From an optimization exercise on the open Yosys and OpenROAD flow, aimed at small area, a short achievable clock period and few clock cycles per item; shortcuts taken in it are not production practice.
Where RTL was checked, it was by simulation tests only, not by an equivalence proof against the original.

==> trial 6 <==
==> flow/design.v <==
package imem_pkg;
  localparam int INSTR_W = 32;
  localparam logic [INSTR_W-1:0] IMEM_NOP_WORD = 32'h0000_0013;
  typedef enum logic {
    IMEM_INIT = 1'b0,
    IMEM_RUN  = 1'b1
  } imem_state_e;
  typedef enum logic [1:0] {
    FAULT_NONE       = 2'd0,
    FAULT_MISALIGNED = 2'd1,
    FAULT_RANGE      = 2'd2
  } fault_reason_e;
  function automatic logic [1:0] fetch_fault_reason(input logic [31:0] pc,
                                                     input int          aw);
    if (pc[1:0] != 2'b00) begin
      fetch_fault_reason = imem_pkg::FAULT_MISALIGNED;
    end else if ((pc >> (aw + 2)) != 32'd0) begin
      fetch_fault_reason = imem_pkg::FAULT_RANGE;
    end else begin
      fetch_fault_reason = imem_pkg::FAULT_NONE;
    end
  endfunction
endpackage
module imem_ram
#(
  parameter  int DEPTH = 64,
  localparam int AW    = $clog2(DEPTH),
  localparam int NB    = imem_pkg::INSTR_W / 8
) (
  input  logic               clk,
  input  logic               we,
  input  logic [AW-1:0]      waddr,
  input  logic [imem_pkg::INSTR_W-1:0] wdata,
  input  logic [NB-1:0]      be,
  input  logic               re,
  input  logic [AW-1:0]      raddr,
  output logic [imem_pkg::INSTR_W-1:0] rdata
);
  logic [imem_pkg::INSTR_W-1:0] mem [DEPTH];
  always_ff @(posedge clk) begin
    if (re) begin
      rdata <= mem[raddr];
    end
  end
  always_ff @(posedge clk) begin
    if (we) begin
      for (int b = 0; b < NB; b++) begin
        if (be[b]) begin
          mem[waddr][8*b +: 8] <= wdata[8*b +: 8];
        end
      end
    end
  end
endmodule
module instr_mem_fetch
#(
  parameter  int                 DEPTH    = 64,
  parameter  logic [imem_pkg::INSTR_W-1:0] NOP_WORD = imem_pkg::IMEM_NOP_WORD,
  localparam int                 AW       = $clog2(DEPTH)
) (
  input  logic               clk,
  input  logic               reset,
  output logic               init_done,
  input  logic               load_en,
  input  logic [AW-1:0]      load_addr,
  input  logic [imem_pkg::INSTR_W-1:0] load_data,
  input  logic               fetch_req_valid,
  output logic               fetch_req_ready,
  input  logic [31:0]        fetch_pc,
  output logic               fetch_rsp_valid,
  input  logic               fetch_rsp_ready,
  output logic [imem_pkg::INSTR_W-1:0] fetch_instr,
  output logic               fetch_fault
);
  imem_pkg::imem_state_e        state;
  logic [AW-1:0]      fill_cnt;
  logic               rsp_valid_q;
  logic               fault_q;
  logic               use_ram_q;
  logic               req_fault;
  logic               accept;
  logic [3:0]         load_be_eff;
  logic               ram_we;
  logic [AW-1:0]      ram_waddr;
  logic [imem_pkg::INSTR_W-1:0] ram_wdata;
  logic [3:0]         ram_be;
  logic               ram_re;
  logic [AW-1:0]      ram_raddr;
  logic [imem_pkg::INSTR_W-1:0] ram_rdata;
  assign load_be_eff = 4'hF;
  assign req_fault = (imem_pkg::fetch_fault_reason(fetch_pc, AW) != imem_pkg::FAULT_NONE);
  assign fetch_req_ready = init_done && (!rsp_valid_q || fetch_rsp_ready);
  assign accept                = fetch_req_valid && fetch_req_ready;
  always_comb begin
    ram_we    = 1'b0;
    ram_waddr = '0;
    ram_wdata = '0;
    ram_be    = 4'h0;
    if (state == imem_pkg::IMEM_INIT) begin
      ram_we    = 1'b1;
      ram_waddr = fill_cnt;
      ram_wdata = NOP_WORD;
      ram_be    = 4'hF;
    end else begin
      ram_we    = load_en;
      ram_waddr = load_addr;
      ram_wdata = load_data;
      ram_be    = load_be_eff;
    end
  end
  assign ram_re    = accept && !req_fault;
  assign ram_raddr = fetch_pc[AW+1:2];
  imem_ram #(
    .DEPTH (DEPTH)
  ) u_ram (
    .clk   (clk),
    .we    (ram_we),
    .waddr (ram_waddr),
    .wdata (ram_wdata),
    .be    (ram_be),
    .re    (ram_re),
    .raddr (ram_raddr),
    .rdata (ram_rdata)
  );
  always_ff @(posedge clk) begin
    if (reset) begin
      state       <= imem_pkg::IMEM_INIT;
      fill_cnt    <= '0;
      init_done   <= 1'b0;
      rsp_valid_q <= 1'b0;
      fault_q     <= 1'b0;
      use_ram_q   <= 1'b0;
    end else begin
      case (state)
        imem_pkg::IMEM_INIT: begin
          fill_cnt <= fill_cnt + 1'b1;
          if (fill_cnt == AW'(DEPTH - 1)) begin
            state     <= imem_pkg::IMEM_RUN;
            init_done <= 1'b1;
          end
        end
        imem_pkg::IMEM_RUN: begin
          if (accept) begin
            rsp_valid_q <= 1'b1;
            fault_q     <= req_fault;
            use_ram_q   <= !req_fault;
          end else if (fetch_rsp_ready) begin
            rsp_valid_q <= 1'b0;
          end
        end
        default: begin
          state <= imem_pkg::IMEM_INIT;
        end
      endcase
    end
  end
  assign fetch_rsp_valid = rsp_valid_q;
  assign fetch_fault     = fault_q;
  assign fetch_instr     = use_ram_q ? ram_rdata : NOP_WORD;
endmodule
==> flow/run.sh <==
#!/bin/bash
# synth_recipe.tcl (not shown) runs the flow's synth.tcl, then flattens the netlist and writes it again
# the make line also repeats each setting of config.mk as NAME=value (left out here)
make -C /OpenROAD-flow-scripts/flow DESIGN_CONFIG=/design/flow/config.mk WORK_HOME=/design/flow/orfs CLKGATE_MAP_FILE= SYNTH_SCRIPT=/design/flow/synth_recipe.tcl finish
==> flow/config.mk <==
export PLATFORM = sky130hd
export DESIGN_NAME = instr_mem_fetch
export DESIGN_NICKNAME = instr_mem_fetch
export VERILOG_FILES = /design/flow/design.v
export SDC_FILE = /design/flow/constraint.sdc
export NUM_CORES = 4
export LEC_CHECK = 0
export CAP_MARGIN = 20
export CORE_MARGIN = 2
export CORE_UTILIZATION = 50
export SLEW_MARGIN = 20
==> flow/constraint.sdc <==
create_clock -name core_clock -period 3.2 [get_ports {clk}]
set_input_delay 0.6400 -clock core_clock [delete_from_list [all_inputs] [get_ports {clk}]]
set_output_delay 0.6400 -clock core_clock [all_outputs]
set_load 0.01 [all_outputs]
==> trial 72: changes against trial 6 <==
==> flow/design.v, changed modules only <==
module imem_aoi222 (
  input  logic [2:0] d,
  input  logic [2:0] s,
  output logic       y
);
  assign y = !((d[0] && s[0]) || (d[1] && s[1]) || (d[2] && s[2]));
endmodule
module imem_nand4 (
  input  logic [3:0] a,
  output logic       y
);
  assign y = !(&a);
endmodule
module imem_nand2 (
  input  logic [1:0] a,
  output logic       y
);
  assign y = !(&a);
endmodule
module imem_nor3 (
  input  logic [2:0] a,
  output logic       y
);
  assign y = !(|a);
endmodule
module imem_rd_bit (
  input  logic [63:0] d,
  input  logic [63:0] sel,
  output logic        y
);
  logic [21:0] t;    
  logic [5:0]  u;    
  logic [1:0]  v;    
  for (genvar i = 0; i < 21; i++) begin : g_aoi
    imem_aoi222 u_g (.d(d[3*i +: 3]), .s(sel[3*i +: 3]), .y(t[i]));
  end
  imem_nand2 u_g21 (.a({d[63], sel[63]}), .y(t[21]));
  for (genvar i = 0; i < 5; i++) begin : g_n4
    imem_nand4 u_g (.a(t[4*i +: 4]), .y(u[i]));
  end
  imem_nand2 u_n2 (.a(t[21:20]), .y(u[5]));
  imem_nor3 u_o0 (.a(u[2:0]), .y(v[0]));
  imem_nor3 u_o1 (.a(u[5:3]), .y(v[1]));
  imem_nand2 u_y (.a(v), .y(y));
endmodule
module imem_ram
#(
  parameter  int DEPTH = 64,
  parameter  logic [imem_pkg::INSTR_W-1:0] FILL_WORD = imem_pkg::IMEM_NOP_WORD,
  localparam int AW    = $clog2(DEPTH)
) (
  input  logic               clk,
  input  logic               fill,
  input  logic               we,
  input  logic [AW-1:0]      waddr,
  input  logic [imem_pkg::INSTR_W-1:0] wdata,
  input  logic [DEPTH-1:0]   rsel,
  output logic [imem_pkg::INSTR_W-1:0] rdata
);
  logic [imem_pkg::INSTR_W-1:0] mem [DEPTH];
  logic [imem_pkg::INSTR_W-1:0] wdata_eff;
  logic [DEPTH-1:0]             wen;
  assign wdata_eff = fill ? FILL_WORD : wdata;
  always_comb begin
    for (int w = 0; w < DEPTH; w++) begin
      wen[w] = fill || (we && waddr == AW'(w));
    end
  end
  always_ff @(posedge clk) begin
    for (int w = 0; w < DEPTH; w++) begin
      if (wen[w]) begin
        mem[w] <= wdata_eff;
      end
    end
  end
  for (genvar b = 0; b < imem_pkg::INSTR_W; b++) begin : g_rd
    logic [DEPTH-1:0] col;
    for (genvar w = 0; w < DEPTH; w++) begin : g_col
      assign col[w] = mem[w][b];
    end
    imem_rd_bit u_bit (.d(col), .sel(rsel), .y(rdata[b]));
  end
endmodule
module instr_mem_fetch
#(
  parameter  int                 DEPTH    = 64,
  parameter  logic [imem_pkg::INSTR_W-1:0] NOP_WORD = imem_pkg::IMEM_NOP_WORD,
  localparam int                 AW       = $clog2(DEPTH)
) (
  input  logic               clk,
  input  logic               reset,
  output logic               init_done,
  input  logic               load_en,
  input  logic [AW-1:0]      load_addr,
  input  logic [imem_pkg::INSTR_W-1:0] load_data,
  input  logic               fetch_req_valid,
  output logic               fetch_req_ready,
  input  logic [31:0]        fetch_pc,
  output logic               fetch_rsp_valid,
  input  logic               fetch_rsp_ready,
  output logic [imem_pkg::INSTR_W-1:0] fetch_instr,
  output logic               fetch_fault
);
  logic                         out_v, skid_v, ready_q;
  logic [imem_pkg::INSTR_W:0]   out_d, skid_d;
  logic [imem_pkg::INSTR_W-1:0] ram_rdata;
  logic [DEPTH-1:0]             rsel;
  logic                         req_fault;
  logic [imem_pkg::INSTR_W:0]   new_rsp;
  logic                         accept, pop;
  logic                         out_free;
  logic                         init_next;
  logic [1:0]                   count_next;
  assign req_fault = (imem_pkg::fetch_fault_reason(fetch_pc, AW) != imem_pkg::FAULT_NONE);
  imem_ram #(
    .DEPTH     (DEPTH),
    .FILL_WORD (NOP_WORD)
  ) u_ram (
    .clk   (clk),
    .fill  (!init_done),
    .we    (load_en),
    .waddr (load_addr),
    .wdata (load_data),
    .rsel  (rsel),
    .rdata (ram_rdata)
  );
  always_comb begin
    for (int w = 0; w < DEPTH; w++) begin
      rsel[w] = !req_fault && (fetch_pc[AW+1:2] == AW'(w));
    end
  end
  assign new_rsp  = {req_fault, ram_rdata | (req_fault ? NOP_WORD : '0)};
  assign accept   = fetch_req_valid && ready_q;
  assign pop      = out_v && fetch_rsp_ready;
  assign out_free = !out_v || pop;
  assign init_next  = !reset;
  assign count_next = 2'(out_v) + 2'(skid_v) + 2'(accept) - 2'(pop);
  always_ff @(posedge clk) begin
    if (reset) begin
      init_done <= 1'b0;
      out_v     <= 1'b0;
      skid_v    <= 1'b0;
      ready_q   <= 1'b0;
    end else begin
      init_done <= 1'b1;
      ready_q   <= init_done && (count_next <= 2'd1);
      if (out_free) begin
        out_v  <= skid_v || accept;
        skid_v <= skid_v && accept;
      end else begin
        skid_v <= skid_v || accept;
      end
    end
  end
  always_ff @(posedge clk) begin
    if (out_free) begin
      if (skid_v) begin
        out_d <= skid_d;
      end else if (accept) begin
        out_d <= new_rsp;
      end
    end
    if (accept && (skid_v || !out_free)) begin
      skid_d <= new_rsp;
    end
  end
  assign fetch_req_ready = ready_q;
  assign fetch_rsp_valid = out_v;
  assign fetch_fault     = out_d[imem_pkg::INSTR_W];
  assign fetch_instr     = out_d[imem_pkg::INSTR_W-1:0];
endmodule
- CORE_UTILIZATION: 50 -> 60
- SETUP_SLACK_MARGIN: unset -> 1.0
- SYNTH_HIERARCHICAL: unset -> 1
- TNS_END_PERCENT: unset -> 0
==> comparison <==
- Register-to-register slack: trial 72 is better than trial 6 (230 ps).
- Of trial 6 and trial 72, trial 6 has the higher setup slack (gap 34 ps).
- Against trial 72, the sequential share of layout area of trial 6 is lower by 0.66 points.
- In trial 72 the worst hold slack is lower than in trial 6, by 56 ps.
- In trial 6 the fmax is higher than in trial 72, by about 1.1%.
- Against trial 72, the via count of trial 6 is lower by about 12%.
==> figures <==
Share of the synthesized area in compound gates (AO/OA/AOI/OAI): trial 72 9.752%; trial 6 2.876%
Maximum resistive drop on vdd: trial 72 577.1 uV; trial 6 559.0 uV
Post-cts resize count: trial 72 168; trial 6 1
Actual transition at the worst max-transition pin: trial 72 963.3 ps; trial 6 1240 ps
Detailed Routing Iterations Pass 1: trial 72 14; trial 6 5
GR Layer Usage met1: trial 72 52.87%; trial 6 37.34%
Outcome: trial 72 complete, no violations; trial 6 complete, no violations
Largest fanout of any net on the critical path: trial 72 14; trial 6 19
Later-pin clock latency in the skew report: trial 72 830 ps; trial 6 850 ps
Shortest clock period the worst path allows after layout: trial 72 3094 ps; trial 6 3060 ps
Type of the worst setup path: trial 72 primary input to flop; trial 6 flop to primary output
Antenna cell count: trial 72 4; trial 6 0
Post-detailed-placement cell area: trial 72 0.08625 mm^2; trial 6 0.08738 mm^2
Testbench counts of trial 6, summed over its fixed seeds: cycles 18,291, fetches 16,000.
Function not checked in trial 72: the RTL went through the layout flow alone.

-- static timing again, ports no longer ideal --
The flow's constraints put no driver on any port. The routed layouts listed below were extracted and timed again, unchanged, in two steps.
Step 1 sets driving cells, clkbuf_16 on the clock port and buf_2 on the other inputs (assumed; they add their load-dependent delay and slew).
Step 2 moves the port delays by t, midway between the first and last clock arrival at a register: inputs arrive t later, outputs are due t later. That takes back most of the time a late clock gives input paths.
Slacks: no drivers / after step 1 / after step 2; pairs: no drivers / after step 1.
run | t, ns | slack for setup (ns) | worst setup path at the end | slew at the worst register clock pin (ns) | worst data-port slew with drivers (ns)
trial 6 | 0.912 | 0.140 / 0.056 / -0.340 | input to register | 0.07 / 0.07 | 0.10
trial 72 | 0.888 | 0.106 / 0.012 / -0.876 | input to register | 0.07 / 0.07 | 0.19
Met with ideal ports but missed after step 2: setup timing in trial 6 and trial 72. The setup slack of trial 72, which loses most, moves by -0.094 ns with the drivers and by -0.982 ns with both steps.
